Source: an optimization exercise on an open RTL-to-GDS flow (aim: small area). Production flows keep margins and buffers that such runs may drop. The RTL was checked by simulation tests, not by an equivalence proof against the original design. The clock port is modelled as an ideal driver, which makes a skipped or thinned clock tree look cheaper than it is; a real chip needs a root buffer or a tree. Power and IR drop assume default switching activity.

==> flow/design.v (excerpt) <==
module command_parser_top #(
  parameter int DIVISOR      = 434,
  parameter int SAMPLE_PHASE = DIVISOR / 2,
  parameter int NUM_REGS     = 32
) (
  input  logic clk,
  input  logic i_reset,
  input  logic i_rx,
  output logic o_tx
);
Size: roughly 1300 cells after synthesis, roughly 4 I/O pins, roughly 23000 um2 of cells after synthesis.
Settings: LEC_CHECK=0, CAP_MARGIN=20, CORE_MARGIN=2, CORE_UTILIZATION=70, CTS_BUF_LIST=sky130_fd_sc_hd__clkbuf_16, CTS_CLUSTER_DIAMETER=100, CTS_CLUSTER_SIZE=32, PLACE_DENSITY=0.75, SLEW_MARGIN=20; clock period 10.0 ns.
run.sh (not shown) runs the stock make flow with config.mk's settings and CLKGATE_MAP_FILE= SYNTH_SCRIPT=/design/flow/synth_recipe.tcl, a recipe that flattens the netlist after the stock synthesis.
The first run produced a clean layout.
Edit:
- CTS_CLUSTER_DIAMETER: 100 -> 70
- CTS_CLUSTER_SIZE: 32 -> 35
- PLACE_DENSITY: 0.75 -> 0.65
After rerunning: Wire length drops by about a fifth; via count drops by a few percent; fmax is about the same; sequential cell count is unchanged; cell count is unchanged; total power drops slightly.
Edit:
- CTS_CLUSTER_SIZE: 35 -> 34
- PLACE_DENSITY: 0.65 -> 0.75
=> Die area does not change. Design area is about the same. Routed wire length goes up by 20%. Total power stays flat. Clock power stays flat. Final cell count hardly moves.
Edit:
==> flow/flow/run.sh (new file) <==
#!/bin/bash
# The standard layout (standard.sh) with two changes to clock tree synthesis:
#  - no dummy loads: TritonCTS otherwise hangs unconnected buffers and inverters on
#    the tree to balance it;
#  - flatten.tcl (run by ORFS after CTS) drives every leaf buffer straight from the
#    root buffer and removes the levels in between, then repairs timing again.
# The full output of the ORFS run goes to standard_flow.log in this folder; ORFS's
# own per-step logs stay under orfs/logs/.
set -euo pipefail
here=$(pwd)
export CTS_ARGS="-sink_clustering_enable -repair_clock_nets -sink_clustering_size 34 -sink_clustering_max_diameter 70 -buf_list sky130_fd_sc_hd__clkbuf_16 -dont_use_dummy_load"
export POST_CTS_TCL="$here/flow/flatten.tcl"
bash standard.sh finish > "$here/standard_flow.log" 2>&1
==> flow/flow/flatten.tcl (new file) <==
# Runs after ORFS's CTS (POST_CTS_TCL). The clock tree's leaf buffers, the ones that
# drive flip-flops, are all driven straight from the root buffer on the clock port;
# the buffers between root and leaves are removed.
set block [ord::get_db_block]
set clknet [$block findNet clk]
set root ""
foreach it [$clknet getITerms] {
  if {[$it isInputSignal]} {
    set m [[$it getInst] getMaster]
    if {![$m isSequential]} { set root [$it getInst] }
  }
}
if {$root ne ""} {
  set rootnet [[$root findITerm X] getNet]
  set inner {}
  set todo [list $rootnet]
  set leaves 0
  while {[llength $todo]} {
    set net [lindex $todo 0]
    set todo [lrange $todo 1 end]
    foreach it [$net getITerms] {
      if {![$it isInputSignal]} { continue }
      set inst [$it getInst]
      if {[[$inst getMaster] isSequential]} { continue }
      set out [$inst findITerm X]
      if {$out eq "NULL"} { continue }
      set onet [$out getNet]
      if {$onet eq "NULL"} { continue }
      set ff 0
      foreach it2 [$onet getITerms] {
        if {[$it2 isInputSignal] && [[[$it2 getInst] getMaster] isSequential]} { set ff 1 }
      }
      if {$ff} { incr leaves } else { lappend inner $inst; lappend todo $onet }
    }
  }
  puts "flatten: root [$root getName], $leaves leaves, removing [llength $inner] inner buffers"
  foreach inst $inner {
    set onet [[$inst findITerm X] getNet]
    foreach it [$onet getITerms] {
      if {[$it isInputSignal]} { $it disconnect; $it connect $rootnet }
    }
  }
  foreach inst $inner {
    set onet [[$inst findITerm X] getNet]
    odb::dbInst_destroy $inst
    odb::dbNet_destroy $onet
  }
  estimate_parasitics -placement
  repair_timing_helper
  detailed_placement
  check_placement -verbose
  report_clock_skew
  report_worst_slack -min
}
==> flow/standard.sh (new file) <==
#!/bin/bash
# synth_recipe.tcl (not shown) runs the flow's synth.tcl, then flattens the netlist and writes it again
# the make line also repeats each setting of config.mk as NAME=value (left out here)
make -C /OpenROAD-flow-scripts/flow DESIGN_CONFIG=/design/flow/config.mk WORK_HOME=/design/flow/orfs CLKGATE_MAP_FILE= SYNTH_SCRIPT=/design/flow/synth_recipe.tcl "${@:-finish}"
removed: flow/run.sh
What happened: Total power decreases by 2.6%. Routed wire length increases by about 0.6%. Die area stays the same. Fmax decreases by 2.3%. Sequential cell count is unchanged. Cell count decreases by about 0.9%. Global-route usage increases by 0.97 points.

* * *

command_parser_top again, from the RTL that the note above started with.
==> flow/design.v (excerpt) <==
module command_parser_top #(
  parameter int DIVISOR      = 434,
  parameter int SAMPLE_PHASE = DIVISOR / 2,
  parameter int NUM_REGS     = 32
) (
  input  logic clk,
  input  logic i_reset,
  input  logic i_rx,
  output logic o_tx
);
==> flow/config.mk <==
export PLATFORM = sky130hd
export DESIGN_NAME = command_parser_top
export DESIGN_NICKNAME = command_parser_top
export VERILOG_FILES = /design/flow/design.v
export SDC_FILE = /design/flow/constraint.sdc
export NUM_CORES = 4
export LEC_CHECK = 0
export CAP_MARGIN = 0
export CORE_MARGIN = 2
export CORE_UTILIZATION = 70
export CTS_BUF_LIST = sky130_fd_sc_hd__clkbuf_16
export CTS_CLUSTER_DIAMETER = 70
export CTS_CLUSTER_SIZE = 33
export PLACE_DENSITY = 0.75
export SLEW_MARGIN = 0
==> flow/constraint.sdc <==
create_clock -name core_clock -period 10.0 [get_ports {clk}]
set_input_delay 2.0000 -clock core_clock [delete_from_list [all_inputs] [get_ports {clk}]]
set_output_delay 2.0000 -clock core_clock [all_outputs]
set_load 0.01 [all_outputs]
standard.sh (not shown) runs the stock make flow with config.mk's settings and CLKGATE_MAP_FILE= SYNTH_SCRIPT=/design/flow/synth_recipe.tcl, a recipe that flattens the netlist after the stock synthesis.
==> flow/flow/run.sh <==
#!/bin/bash
# The standard layout (standard.sh), with these changes:
#  - after the standard synthesis, remap.tcl runs the logic between the flip-flops
#    through ABC again with an area-oriented script (remap.abc); the flip-flops
#    themselves are kept exactly as the standard synthesis made them;
#  - the ports are buffered by buf_1 cells (BUFFER_PORTS_ARGS);
#  - clock tree synthesis adds no dummy loads, and ctree.tcl (run by ORFS right
#    after CTS, as POST_CTS_TCL) drives every leaf buffer straight from the root
#    buffer, removes the levels in between, moves flip-flops off leaves whose clock
#    slew is too high onto nearby leaves, and repairs timing again.
# Each tool's full output goes to a log file in this folder (standard_synth.log,
# remap.log, standard_flow.log); ORFS's own per-step logs stay under orfs/logs/.
set -euo pipefail
here=$(pwd)
plat=$FLOW_HOME/platforms/$FLOW_PLATFORM
res=$here/orfs/results/$FLOW_PLATFORM/command_parser_top/base
export BUFFER_PORTS_ARGS="-buffer_cell sky130_fd_sc_hd__buf_1"
export CTS_ARGS="-sink_clustering_enable -repair_clock_nets -sink_clustering_size 33 -sink_clustering_max_diameter 70 -buf_list sky130_fd_sc_hd__clkbuf_16 -dont_use_dummy_load"
export POST_CTS_TCL="$here/flow/ctree.tcl"

bash standard.sh synth > "$here/standard_synth.log" 2>&1

cp "$res/1_2_yosys.v" "$here/standard_synth.v"
dont_use=$(sed -n '/^export DONT_USE_CELLS += /,/^#/p' "$plat/config.mk" | grep -oE 'sky130_fd_sc_hd__[a-z0-9_]+' | tr '\n' ' ')
REMAP_IN="$here/standard_synth.v" REMAP_OUT="$res/1_2_yosys.v" \
  REMAP_LIB="$plat/lib/sky130_fd_sc_hd__tt_025C_1v80.lib" REMAP_SCRIPT="$here/flow/remap.abc" \
  REMAP_DONT_USE="$dont_use" REMAP_TOP="$FLOW_TOP" \
  yosys -c "$here/flow/remap.tcl" > "$here/remap.log" 2>&1

bash standard.sh finish > "$here/standard_flow.log" 2>&1
==> flow/flow/ctree.tcl <==
# Highest clock slew (ps, estimated from placement) allowed at a leaf's flip-flops.
set ctree_slew_max_ps 118

# Runs after ORFS's CTS (POST_CTS_TCL). The clock tree's leaf buffers, the ones that
# drive flip-flops, are all driven straight from the root buffer on the clock port;
# the buffers between root and leaves are removed. Then flip-flops are moved from
# leaves whose clock slew (estimated from placement) is above ctree_slew_max to
# nearby leaves below it; a leaf that cannot shed enough is split in two.
set ctree_slew_max [expr {$ctree_slew_max_ps * 1e-12}]

proc ctree_leaf_slew {buf} {
  set w 0
  set net [get_nets -of_objects [get_pins [$buf getName]/X]]
  foreach p [get_pins -of_objects $net -filter "direction==input"] {
    foreach e {rise fall} {
      set s [sta::time_ui_sta [get_property $p slew_max_$e]]
      if {$s > $w} { set w $s }
    }
  }
  return $w
}

set block [ord::get_db_block]
set clknet [$block findNet clk]
set root ""
foreach it [$clknet getITerms] {
  if {[$it isInputSignal] && ![[[$it getInst] getMaster] isSequential]} { set root [$it getInst] }
}
set rootnet [[$root findITerm X] getNet]
set inner {}
set leaves {}
set todo [list $rootnet]
while {[llength $todo]} {
  set net [lindex $todo 0]
  set todo [lrange $todo 1 end]
  foreach it [$net getITerms] {
    if {![$it isInputSignal]} { continue }
    set inst [$it getInst]
    if {[[$inst getMaster] isSequential]} { continue }
    set onet [[$inst findITerm X] getNet]
    set ff 0
    foreach it2 [$onet getITerms] {
      if {[$it2 isInputSignal] && [[[$it2 getInst] getMaster] isSequential]} { set ff 1 }
    }
    if {$ff} { lappend leaves $inst } else { lappend inner $inst; lappend todo $onet }
  }
}
puts "flatten: root [$root getName], [llength $leaves] leaves, removing [llength $inner] inner buffers"
foreach inst $inner {
  foreach it [[[$inst findITerm X] getNet] getITerms] {
    if {[$it isInputSignal]} { $it disconnect; $it connect $rootnet }
  }
}
foreach inst $inner {
  set onet [[$inst findITerm X] getNet]
  odb::dbInst_destroy $inst
  odb::dbNet_destroy $onet
}

# Rebalance: while a leaf is over the limit, hand its flip-flop farthest from its
# buffer to the nearest other leaf that is under the limit.
proc ctree_sinks {buf} {
  set r {}
  foreach it [[[$buf findITerm X] getNet] getITerms] {
    if {[$it isInputSignal]} { lappend r $it }
  }
  return $r
}
proc ctree_center {obj} {
  set bb [$obj getBBox]
  return [list [expr {([$bb xMin] + [$bb xMax]) / 2}] [expr {([$bb yMin] + [$bb yMax]) / 2}]]
}
set moved 0
set since_split 0
set nsplit 0
for {set iter 0} {$iter < 600} {incr iter} {
  estimate_parasitics -placement
  set worst ""; set ws 0
  foreach buf $leaves {
    set s($buf) [ctree_leaf_slew $buf]
    if {$s($buf) > $ws} { set ws $s($buf); set worst $buf }
  }
  if {$ws <= $ctree_slew_max} { break }
  set best ""
  if {$since_split < 40} {
    lassign [ctree_center $worst] bx by
    set far ""; set fd -1
    foreach it [ctree_sinks $worst] {
      lassign [ctree_center [$it getInst]] x y
      set d [expr {abs($x - $bx) + abs($y - $by)}]
      if {$d > $fd} { set fd $d; set far $it }
    }
    lassign [ctree_center [$far getInst]] x y
    set bd -1
    foreach buf $leaves {
      if {$buf eq $worst || $s($buf) > $ctree_slew_max - 3e-12} { continue }
      lassign [ctree_center $buf] cx cy
      set d [expr {abs($x - $cx) + abs($y - $cy)}]
      if {$bd < 0 || $d < $bd} { set bd $d; set best $buf }
    }
  }
  if {$best ne ""} {
    $far disconnect
    $far connect [[$best findITerm X] getNet]
    incr moved
    incr since_split
    continue
  }
  # No leaf nearby can take a flip-flop: split the worst leaf in two.
  set sinks {}
  foreach it [ctree_sinks $worst] {
    lassign [ctree_center [$it getInst]] x y
    lappend sinks [list $x $y $it]
  }
  set xs [lsort -integer [lmap v $sinks {lindex $v 0}]]
  set ys [lsort -integer [lmap v $sinks {lindex $v 1}]]
  set ax [expr {([lindex $xs end] - [lindex $xs 0]) >= ([lindex $ys end] - [lindex $ys 0]) ? 0 : 1}]
  set sorted [lsort -integer -index $ax $sinks]
  set half [expr {[llength $sorted] / 2}]
  set g1 [lrange $sorted 0 [expr {$half - 1}]]
  set g2 [lrange $sorted $half end]
  set nb [odb::dbInst_create $block [$worst getMaster] ctree_split_$nsplit]
  set nn [odb::dbNet_create $block ctree_split_net_$nsplit]
  $nn setSigType CLOCK
  foreach {g b} [list $g1 $worst $g2 $nb] {
    set cx 0; set cy 0
    foreach v $g { set cx [expr {$cx + [lindex $v 0]}]; set cy [expr {$cy + [lindex $v 1]}] }
    $b setLocation [expr {$cx / [llength $g]}] [expr {$cy / [llength $g]}]
    $b setPlacementStatus PLACED
  }
  foreach v $g2 { set it [lindex $v 2]; $it disconnect; $it connect $nn }
  [$nb findITerm X] connect $nn
  [$nb findITerm A] connect $rootnet
  lappend leaves $nb
  incr nsplit
  set since_split 0
  detailed_placement
}
puts "flatten: split $nsplit leaves"
puts [format "flatten: moved %d flip-flops, worst leaf %.1f ps" $moved [expr {$ws * 1e12}]]
foreach buf $leaves { puts [format "flatten: leaf %s %.1f ps" [$buf getName] [expr {[ctree_leaf_slew $buf]*1e12}]] }
estimate_parasitics -placement
repair_timing_helper
detailed_placement
check_placement -verbose
report_clock_skew
==> flow/flow/remap.abc <==
strash
&get -n
&deepsyn -T 20
&put
dch -f
amap
strash
dch -f
amap
topo
Other scripts of this flow, unchanged in this note and not shown: flow/flow/remap.tcl
The first run passed the timing, design-rule and antenna checks.
==> next run, changes <==
--- a/flow/flow/run.sh
+++ b/flow/flow/run.sh
@@ -6,6 +6,8 @@
 #  - the ports are buffered by buf_1 cells (BUFFER_PORTS_ARGS);
-#  - clock tree synthesis adds no dummy loads, and ctree.tcl (run by ORFS right
-#    after CTS, as POST_CTS_TCL) drives every leaf buffer straight from the root
-#    buffer, removes the levels in between, moves flip-flops off leaves whose clock
-#    slew is too high onto nearby leaves, and repairs timing again.
+#  - clock tree synthesis builds its tree of buf_12 cells (for their size, they
+#    drive a cluster of flip-flops best) and adds no dummy loads; ctree.tcl (run by
+#    ORFS right after CTS, as POST_CTS_TCL) makes the root a clkbuf_16 that drives
+#    every leaf buffer straight, removes the levels in between, moves flip-flops
+#    off leaves whose clock slew is too high onto nearby leaves, and repairs
+#    timing again.
 # Each tool's full output goes to a log file in this folder (standard_synth.log,
@@ -17,3 +19,3 @@
 export BUFFER_PORTS_ARGS="-buffer_cell sky130_fd_sc_hd__buf_1"
-export CTS_ARGS="-sink_clustering_enable -repair_clock_nets -sink_clustering_size 33 -sink_clustering_max_diameter 70 -buf_list sky130_fd_sc_hd__clkbuf_16 -dont_use_dummy_load"
+export CTS_ARGS="-sink_clustering_enable -repair_clock_nets -sink_clustering_size 32 -sink_clustering_max_diameter 70 -buf_list sky130_fd_sc_hd__buf_12 -dont_use_dummy_load"
 export POST_CTS_TCL="$here/flow/ctree.tcl"
--- a/flow/flow/ctree.tcl
+++ b/flow/flow/ctree.tcl
@@ -29,2 +29,4 @@
 set rootnet [[$root findITerm X] getNet]
+# The root drives every leaf: make it the strongest clock buffer.
+$root swapMaster [[ord::get_db] findMaster sky130_fd_sc_hd__clkbuf_16]
 set inner {}
Settings changed: CTS_CLUSTER_SIZE 33 to 32, PLACE_DENSITY 0.75 to 0.65.
What happened: Final area shrinks by 0.73%; final cell count stays flat; routed wire length came out lower by 20%; worst setup slack gets better by 0.013 ns; total power went down by 1.9%; global-route usage came out lower by 3.5 points; fmax came out higher by 0.39%; clock skew decreases by 0.018 ns; synthesized cell count is unchanged; critical path depth stays the same.
==> next run, changes <==
--- a/flow/flow/run.sh
+++ b/flow/flow/run.sh
@@ -6,8 +6,6 @@
 #  - the ports are buffered by buf_1 cells (BUFFER_PORTS_ARGS);
-#  - clock tree synthesis builds its tree of buf_12 cells (for their size, they
-#    drive a cluster of flip-flops best) and adds no dummy loads; ctree.tcl (run by
-#    ORFS right after CTS, as POST_CTS_TCL) makes the root a clkbuf_16 that drives
-#    every leaf buffer straight, removes the levels in between, moves flip-flops
-#    off leaves whose clock slew is too high onto nearby leaves, and repairs
-#    timing again.
+#  - clock tree synthesis adds no dummy loads, and ctree.tcl (run by ORFS right
+#    after CTS, as POST_CTS_TCL) drives every leaf buffer straight from the root
+#    buffer, removes the levels in between, moves flip-flops off leaves whose clock
+#    slew is too high onto nearby leaves, and repairs timing again.
 # Each tool's full output goes to a log file in this folder (standard_synth.log,
@@ -19,3 +17,3 @@
 export BUFFER_PORTS_ARGS="-buffer_cell sky130_fd_sc_hd__buf_1"
-export CTS_ARGS="-sink_clustering_enable -repair_clock_nets -sink_clustering_size 32 -sink_clustering_max_diameter 70 -buf_list sky130_fd_sc_hd__buf_12 -dont_use_dummy_load"
+export CTS_ARGS="-sink_clustering_enable -repair_clock_nets -sink_clustering_size 33 -sink_clustering_max_diameter 70 -buf_list sky130_fd_sc_hd__clkbuf_16 -dont_use_dummy_load"
 export POST_CTS_TCL="$here/flow/ctree.tcl"
--- a/flow/flow/ctree.tcl
+++ b/flow/flow/ctree.tcl
@@ -29,4 +29,2 @@
 set rootnet [[$root findITerm X] getNet]
-# The root drives every leaf: make it the strongest clock buffer.
-$root swapMaster [[ord::get_db] findMaster sky130_fd_sc_hd__clkbuf_16]
 set inner {}
==> flow/flow/remap.abc (replaced) <==
strash
dch -f
amap
strash
dch -f
amap
topo
Settings changed: CTS_CLUSTER_SIZE 32 to 34, PLACE_DENSITY 0.65 to 0.75.
=> The changed run passed the timing, design-rule and antenna checks; via count climbs by a few percent; flip-flop and latch count is unchanged; sequential share of layout area shrinks by 0.81 points; design area rose slightly; setup slack got worse by 0.040 ns; wire length rises by about a fifth; synthesized area hardly moves; global-route usage goes up by 2.8 points; register-to-register slack got worse by 0.26 ns.
==> next run, changes <==
==> flow/flow/remap.abc (replaced) <==
strash
&get -n
&deepsyn -T 20
&put
dch -f
amap
strash
dch -f
amap
topo
Settings changed: CTS_CLUSTER_SIZE 34 to 33, PLACE_DENSITY 0.75 to 0.65.
After rerunning: Worst setup slack is better by 0.038 ns; sequential share of layout area rises by 0.17 points; utilization stays flat; global-route usage shrinks by 2.8 points; final cell count barely changes; clock skew grows by 0.0035 ns; maximum frequency is higher slightly; total power falls by a few percent; via count shrinks by a few percent.

[static timing again, ports no longer ideal]
Ports are ideal in the flow. The routed layouts listed here were re-timed in OpenROAD.
Step 1 sets driving cells, clkbuf_16 on the clock port and buf_2 on the other inputs (assumed; they add their load-dependent delay and slew).
Step 2, shift: input delay + t, output delay - t, t = (earliest + latest rising clock arrival at the registers) / 2. This alone moves slack from input paths to output paths.
a / b / c = no drivers / after step 1 / after step 2; a / b = the first two.
run | t, ns | setup slack, ns | latest minus earliest clock arrival (ns)
the first run of note 1 | 0.611 | 6.367 / 6.317 / 6.928 | 0.030 / 0.030
the second run of note 1 | 0.596 | 6.372 / 6.321 / 6.917 | 0.028 / 0.028
the third run of note 1 | 0.601 | 6.390 / 6.340 / 6.941 | 0.029 / 0.029
the fourth run of note 1 | 0.703 | 6.305 / 6.254 / 6.957 | 0.045 / 0.045
the first run of note 2 | 0.721 | 6.603 / 6.550 / 7.271 | 0.036 / 0.036
the second run of note 2 | 0.707 | 6.616 / 6.565 / 7.272 | 0.018 / 0.018
the third run of note 2 | 0.721 | 6.576 / 6.524 / 7.163 | 0.042 / 0.042
the fourth run of note 2 | 0.714 | 6.614 / 6.562 / 7.276 | 0.041 / 0.041
After both steps setup and hold are still met in every run listed.
